This is an optimization exercise on Yosys and OpenROAD, whose aim is small area, a short achievable clock period and few clock cycles per item, not a production implementation.
Where RTL was checked, it was by simulation tests only, not by an equivalence proof against the original.

// idct_top
module idct_top (
	input logic Clock,
	input logic Resetn,
	input logic [15:0] coeff_in,
	input logic coeff_valid,
	output logic coeff_ready,
	output logic [8:0] pix_out,
	output logic pix_valid,
	input logic pix_ready
);
==> module mac_datapath, before the edit <==
module mac_datapath #(
	parameter int IW = 16,
	parameter int PW = 27,
	parameter int AW = 30
) (
	input logic Clock,
	input logic en,
	input logic [2:0] k,
	input logic [IW-1:0] x,
	output logic [2:0] kq,
	output logic [8*AW-1:0] acc_flat
);
	logic signed [PW-1:0] x1, x7, x9, x15, x17, x31, x63;
	logic signed [PW-1:0] r15, r17, r25, r49, r473, r569, r2009;
	logic signed [PW-1:0] p1448, p2009, p1703, p1138, p400, p1892, p784;
	logic signed [PW-1:0] pm [4];
	logic neg [4];
	logic signed [PW-1:0] pm_q [4];
	logic neg_q [4];
	logic [2:0] kd;
	logic signed [AW-1:0] acc [8];
	always_comb begin
		x1 = PW'($signed(x));
		x7 = (x1 <<< 3) - x1;
		x9 = (x1 <<< 3) + x1;
		x15 = (x1 <<< 4) - x1;
		x17 = (x1 <<< 4) + x1;
		x31 = (x1 <<< 5) - x1;
		x63 = (x1 <<< 6) - x1;
	end
	always_ff @(posedge Clock) begin
		if (en) begin
			kd <= k;
			r15 <= x15;
			r17 <= x17;
			r25 <= (x1 <<< 4) + x9;
			r49 <= (x1 <<< 6) - x15;
			r473 <= (x63 <<< 3) - x31;
			r569 <= (x9 <<< 6) - x7;
			r2009 <= (x63 <<< 5) - x7;
		end
	end
	always_comb begin
		p1448 = ((r49 <<< 2) - r15) <<< 3;
		p1703 = (r17 <<< 7) - r473;
		p2009 = r2009;
		p1138 = r569 <<< 1;
		p400 = r25 <<< 4;
		p1892 = r473 <<< 2;
		p784 = r49 <<< 4;
	end
	always_comb begin
		case (kd)
			3'd0: begin
				pm[0] = p1448; pm[1] = p1448; pm[2] = p1448; pm[3] = p1448;
				neg[0] = 1'b0; neg[1] = 1'b0; neg[2] = 1'b0; neg[3] = 1'b0;
			end
			3'd1: begin
				pm[0] = p2009; pm[1] = p1703; pm[2] = p1138; pm[3] = p400;
				neg[0] = 1'b0; neg[1] = 1'b0; neg[2] = 1'b0; neg[3] = 1'b0;
			end
			3'd2: begin
				pm[0] = p1892; pm[1] = p784; pm[2] = p784; pm[3] = p1892;
				neg[0] = 1'b0; neg[1] = 1'b0; neg[2] = 1'b1; neg[3] = 1'b1;
			end
			3'd3: begin
				pm[0] = p1703; pm[1] = p400; pm[2] = p2009; pm[3] = p1138;
				neg[0] = 1'b0; neg[1] = 1'b1; neg[2] = 1'b1; neg[3] = 1'b1;
			end
			3'd4: begin
				pm[0] = p1448; pm[1] = p1448; pm[2] = p1448; pm[3] = p1448;
				neg[0] = 1'b0; neg[1] = 1'b1; neg[2] = 1'b1; neg[3] = 1'b0;
			end
			3'd5: begin
				pm[0] = p1138; pm[1] = p2009; pm[2] = p400; pm[3] = p1703;
				neg[0] = 1'b0; neg[1] = 1'b1; neg[2] = 1'b0; neg[3] = 1'b0;
			end
			3'd6: begin
				pm[0] = p784; pm[1] = p1892; pm[2] = p1892; pm[3] = p784;
				neg[0] = 1'b0; neg[1] = 1'b1; neg[2] = 1'b0; neg[3] = 1'b1;
			end
			default: begin
				pm[0] = p400; pm[1] = p1138; pm[2] = p1703; pm[3] = p2009;
				neg[0] = 1'b0; neg[1] = 1'b1; neg[2] = 1'b0; neg[3] = 1'b1;
			end
		endcase
	end
	always_ff @(posedge Clock) begin
		if (en) begin
			kq <= kd;
			for (int n = 0; n < 4; n++) begin
				pm_q[n] <= pm[n];
				neg_q[n] <= neg[n];
			end
		end
	end
	always_ff @(posedge Clock) begin
		if (en) begin
			for (int n = 0; n < 8; n++) begin
				logic signed [AW-1:0] base;
				logic signed [AW-1:0] term;
				logic sub;
				base = (kq == 3'd0) ? '0 : acc[n];
				term = AW'(pm_q[(n < 4) ? n : 7 - n]);
				sub = neg_q[(n < 4) ? n : 7 - n] ^ ((n >= 4) & kq[0]);
				acc[n] <= sub ? base - term : base + term;
			end
		end
	end
	always_comb begin
		for (int n = 0; n < 8; n++) begin
			acc_flat[n * AW +: AW] = acc[n];
		end
	end
endmodule
Settings: LEC_CHECK=0, CAP_MARGIN=20, CORE_MARGIN=2, CORE_UTILIZATION=40, SLEW_MARGIN=20; clock period 12.0 ns.
run.sh (not shown) runs the stock make flow with config.mk's settings and CLKGATE_MAP_FILE= SYNTH_SCRIPT=/design/flow/synth_recipe.tcl, a recipe that flattens the netlist after the stock synthesis.
Then changed:
--- a/flow/design.v
+++ b/flow/design.v
@@ -141,7 +141,7 @@
 	input logic Clock,
 	input logic en,
 	input logic [2:0] k,
-	input logic [IW-1:0] x,
+	input logic signed [IW-1:0] x,
 	output logic [2:0] kq,
 	output logic [8*AW-1:0] acc_flat
 );
@@ -155,7 +155,7 @@
 	logic [2:0] kd;
 	logic signed [AW-1:0] acc [8];
 	always_comb begin
-		x1 = PW'($signed(x));
+		x1 = PW'(x);
 		x7 = (x1 <<< 3) - x1;
 		x9 = (x1 <<< 3) + x1;
 		x15 = (x1 <<< 4) - x1;
The changed run went through all stages and came out clean.
Utilization is unchanged.
Setup slack is unchanged.
Via count is unchanged.
Synthesized cell count is unchanged.
Hold slack stays the same.
Area after synthesis stays the same.
First-iteration DRC count stays the same.
Testbench counts after the change, summed over its fixed seeds: cycles 5,088, blocks 64.
The RTL of the first run of this note was laid out without a check of its function.

==> afterwards: timing with drivers on the ports <==
Ports are ideal in the flow. The routed layouts listed here were re-timed in OpenROAD.
Step 1, drivers: a clkbuf_16 drives Clock and a buf_2 each remaining input, both assumed.
Step 2 also shifts input and output timing later by t, the mid clock arrival at the registers, as if the neighbouring blocks saw the same clock.
a / b / c = ideal ports / drivers / drivers and shift; a / b = the first two.
run	t, ns	setup slack, ns	worst setup path at the end	cell pins on the clock port's net
the first run	1.007	5.032 / 5.032 / 5.032	register to register	1
the second run	1.007	5.032 / 5.032 / 5.032	register to register	1
After both steps setup and hold are still met in every run listed.
